Source: an optimization exercise on an open RTL-to-GDS flow (aim: small area, a short achievable clock period and few clock cycles). Production flows keep margins and buffers that such runs may drop.
In this exercise RTL edits were held to simulation tests only and were not proved equivalent to the original.
Power figures rest on the tool's default switching activity, not on a simulated workload.

==> exp/yarrow: inputs <==
==> flow/design.v (excerpt) <==
module collatz_range #(
    parameter int RAM_WORDS     = 256,
    parameter int RAM_ADDR_BITS = 8
) (
    input  logic        clk,
    input  logic        reset,
    input  logic        go,
    input  logic [31:0] start,
    output logic        done,
    output logic [15:0] count
);
    localparam int EB     = 5;               
    localparam int NENG   = 1 << EB;
    localparam int RB     = RAM_ADDR_BITS - EB;
    localparam int ROUNDS = 1 << RB;
    localparam int HB     = 32 - EB;         
    typedef enum logic [1:0] {IDLE, RUN, DONE} state_t;
    state_t         state;
    logic [EB-1:0]  b;                       
    logic [HB-1:0]  hi;                      
    logic [HB-1:0]  hbus;                    
    logic [RB:0]    kbus;
    logic           acc;                     
    assign acc = go && (state != RUN);
    logic [NENG-1:0]  eng_done;
    logic [RAM_WORDS*16-1:0] rflat;        
    genvar j;
    generate
        for (j = 0; j < NENG; j++) begin : g_eng
            logic [ROUNDS*16-1:0] w;
            for (genvar r = 0; r < ROUNDS; r++) begin : g_rd
                assign rflat[(r * NENG + j) * 16 +: 16] = w[(ROUNDS - 1 - r) * 16 +: 16];
            end
            collatz_range_engine #(.EB(EB), .RB(RB)) u_eng (
                .clk      (clk),
                .acc      (acc),
                .run      (state == RUN),
                .id       (EB'(j)),
                .start_lo (start[EB-1:0]),
                .b        (b),
                .kbus     (kbus),
                .hbus     (hbus),
                .word     (w),
                .edone    (eng_done[j])
            );
        end
    endgenerate
    logic [15:0] rd;
  ...
==> module collatz_range, before the edit <==
module collatz_range #(
    parameter int RAM_WORDS     = 256,
    parameter int RAM_ADDR_BITS = 8
) (
    input  logic        clk,
    input  logic        reset,
    input  logic        go,
    input  logic [31:0] start,
    output logic        done,
    output logic [15:0] count
);
    localparam int EB     = 5;               
    localparam int NENG   = 1 << EB;
    localparam int RB     = RAM_ADDR_BITS - EB;
    localparam int ROUNDS = 1 << RB;
    localparam int HB     = 32 - EB;         
    typedef enum logic [1:0] {IDLE, RUN, DONE} state_t;
    state_t         state;
    logic [EB-1:0]  b;                       
    logic [HB-1:0]  hi;                      
    logic [HB-1:0]  hbus;                    
    logic [RB:0]    kbus;
    logic           acc;                     
    assign acc = go && (state != RUN);
    logic [NENG-1:0]  eng_done;
    logic [RAM_WORDS*16-1:0] rflat;        
    genvar j;
    generate
        for (j = 0; j < NENG; j++) begin : g_eng
            logic [ROUNDS*16-1:0] w;
            for (genvar r = 0; r < ROUNDS; r++) begin : g_rd
                assign rflat[(r * NENG + j) * 16 +: 16] = w[(ROUNDS - 1 - r) * 16 +: 16];
            end
            collatz_range_engine #(.EB(EB), .RB(RB)) u_eng (
                .clk      (clk),
                .acc      (acc),
                .run      (state == RUN),
                .id       (EB'(j)),
                .start_lo (start[EB-1:0]),
                .b        (b),
                .kbus     (kbus),
                .hbus     (hbus),
                .word     (w),
                .edone    (eng_done[j])
            );
        end
    endgenerate
    logic [15:0] rd;
    assign rd = rflat[16 * start[RAM_ADDR_BITS-1:0] +: 16];
    always_ff @(posedge clk) begin
        if (reset) begin
            state <= IDLE;
            done  <= 1'b0;
            count <= 16'h0000;
            b     <= '0;
            hi    <= '0;
            hbus  <= '0;
            kbus  <= '0;
        end else begin
            count <= (state == DONE && !go) ? rd : 16'h0000;
            if (kbus == (RB+1)'(ROUNDS)) begin
                kbus <= '0;
                hbus <= hi;
            end else begin
                kbus <= kbus + (RB+1)'(1);
                hbus <= hbus + HB'(1);
            end
            case (state)
                IDLE, DONE: begin
                    if (go) begin
                        b     <= start[EB-1:0];
                        hi    <= start[31:EB];
                        hbus  <= start[31:EB];
                        kbus  <= '0;
                        done  <= 1'b0;
                        state <= RUN;
                    end
                end
                RUN: begin
                    if (&eng_done) begin
                        done  <= 1'b1;
                        state <= DONE;
                    end
                end
                default: state <= IDLE;
            endcase
        end
    end
endmodule
Settings: LEC_CHECK=0, CAP_MARGIN=20, CORE_MARGIN=2, CORE_UTILIZATION=40, SLEW_MARGIN=20, SYNTH_MEMORY_MAX_BITS=8192; clock period 6.5 ns.
run.sh (not shown) runs the stock make flow with config.mk's settings and CLKGATE_MAP_FILE= SYNTH_SCRIPT=/design/flow/synth_recipe.tcl, a recipe that flattens the netlist after the stock synthesis.
==> inputs of exp/pepper, as changes to exp/yarrow <==
--- a/flow/design.v
+++ b/flow/design.v
@@ -10,5 +10,5 @@
     output logic [15:0] count
 );
-    localparam int EB     = 5;               
+    localparam int EB     = 4;               
     localparam int NENG   = 1 << EB;
     localparam int RB     = RAM_ADDR_BITS - EB;
==> inputs of exp/juniper, as changes to exp/yarrow <==
--- a/flow/design.v
+++ b/flow/design.v
@@ -10,5 +10,5 @@
     output logic [15:0] count
 );
-    localparam int EB     = 5;               
+    localparam int EB     = 6;               
     localparam int NENG   = 1 << EB;
     localparam int RB     = RAM_ADDR_BITS - EB;
CORE_UTILIZATION = 35   (was 40)
PLACE_DENSITY = 0.5   (was not set)
SETUP_SLACK_MARGIN = 2.7   (was not set)
==> inputs of exp/tundra, as changes to exp/yarrow <==
--- a/flow/design.v
+++ b/flow/design.v
@@ -10,5 +10,5 @@
     output logic [15:0] count
 );
-    localparam int EB     = 5;               
+    localparam int EB     = 6;               
     localparam int NENG   = 1 << EB;
     localparam int RB     = RAM_ADDR_BITS - EB;
CORE_UTILIZATION = 50   (was 40)
SETUP_SLACK_MARGIN = 2.7   (was not set)
==> run_results.csv <==
group,metric,value,unit
run_status,status,"finished clean",
pwr,maxPowerGroup,"registers",
logic_synthesis,synth-edff-count,4127,
critical_path,r2r_setup_slack,1.29,ns
route,avgRoutedWirePerCell,29.0,µm
global_route,grt.met1_usage,35.5,%
finish,layout_common_cells,"edfxtp_1, ha_1, nor2_1, a21oi_1, nand2_1",
clock_network,cts_resized,0,
pwr,power.density,312,nW/µm²
logic_synthesis,synth.distinct_cells,108,
global_route,antenna_found_initial,146,
pwr,ir_drop,0.300,mV
The numbers above come from exp/yarrow.

==> run_results.csv <==
group,metric,value,unit
pwr,ir_drop,0.321,mV
finish,layout_common_cells,"edfxtp_1, ha_1, nor2_1, mux4_2, a21oi_1",
global_route,antenna_found_initial,28,
run_status,status,"finished clean",
global_route,grt.met1_usage,31.1,%
clock_network,cts_max_level,6,
finish,buffer_area_share,1.47,%
critical_path,r2r_setup_slack,1.56,ns
pwr,cellLeakagePower,97.0,nW
clock_network,cts_resized,0,
pwr,swShare,30.2,%
pwr,power.density,310,nW/µm²
pwr,maxPowerGroup,"registers",
critical_path,rr_worst_depth,15,
logic_synthesis,synth.area.mux_share,12.3,%
logic_synthesis,synth.distinct_cells,100,
clock_network,clkLatencyLatePin,1.07,ns
logic_synthesis,synthTopCellsByCount,"edfxtp_1, ha_1, nor2_1",
The numbers above come from exp/pepper.

==> run_results.csv <==
group,metric,value,unit
finish,inverters,2897,
run_status,status,"finished with violations",
finish,multi_input_area,291000,µm²
floorplan,die_y,975,µm
global_route,antenna_found_initial,212,
route,avgRoutedWirePerCell,28.8,µm
route,ant_nets,3,
logic_synthesis,synth.distinct_cells,105,
global_route,grt.met1_usage,46.4,%
pwr,maxPowerGroup,"combinational cells",
pwr,ir_drop,0.273,mV
critical_path,r2r_setup_slack,2.63,ns
finish,layout_common_cells,"ha_1, nor2_1, edfxtp_1, a21oi_1, nand2_1",
clock_network,cts_resized,1569,
pwr,power.density,375,nW/µm²
route,drc,0,
logic_synthesis,synth-edff-count,4159,
run_status,violations,"antenna violations",
The numbers above come from exp/tundra.

==> run_results.csv <==
group,metric,value,unit
logic_synthesis,yosys.area_share.simple,11.1,%
pwr,maxPowerGroup,"combinational cells",
finish,layout_common_cells,"ha_1, nor2_1, edfxtp_1, a21oi_1, nand2_1",
route,ant_nets,1,
route,avgRoutedWirePerCell,27.8,µm
global_route,antenna_found_initial,266,
run_status,violations,"antenna violations",
run_status,status,"finished with violations",
logic_synthesis,synth-edff-count,4159,
logic_synthesis,synth.distinct_cells,105,
global_route,grt.met1_usage,34.6,%
The numbers above come from exp/juniper.

Testbench counts of exp/yarrow, summed over its fixed seeds: cycles 14,372.
Testbench counts of exp/pepper, summed over its fixed seeds: cycles 28,603.
Testbench counts of exp/juniper, summed over its fixed seeds: cycles 7,804.
Testbench counts of exp/tundra, summed over its fixed seeds: cycles 7,804.

==> static timing again, ports no longer ideal <==
The results above use ideal ports. As a check the final layouts listed here were re-extracted and re-timed, cells and wires unchanged.
Step 1, drivers: a clkbuf_16 drives clk and a buf_2 each remaining input, both assumed.
Step 2 adds t to the input delays and takes it off the output delays; t is the mean of the earliest and latest rising clock arrival at the registers after step 1. Input paths then give back, and output paths get back, about the clock's delay inside the block.
Three values: ideal, step 1, step 2; two values: the first two.
| run | t, ns | setup slack, ns | worst setup path at the end | worst register clock-pin slew, ns |
|---|---|---|---|---|
| exp/yarrow | 1.294 | 1.285 / 1.285 / 1.285 | register to register | 0.07 / 0.07 |
| exp/pepper | 1.159 | 1.558 / 1.558 / 1.251 | input to register | 0.07 / 0.07 |
| exp/juniper | 1.340 | 2.699 / 2.510 / 1.170 | input to register | 0.07 / 0.07 |
| exp/tundra | 1.260 | 2.583 / 2.599 / 1.345 | input to register | 0.07 / 0.07 |
For exp/juniper, which loses most, drivers alone change the setup slack by -0.189 ns; drivers and shift together by -1.529 ns.
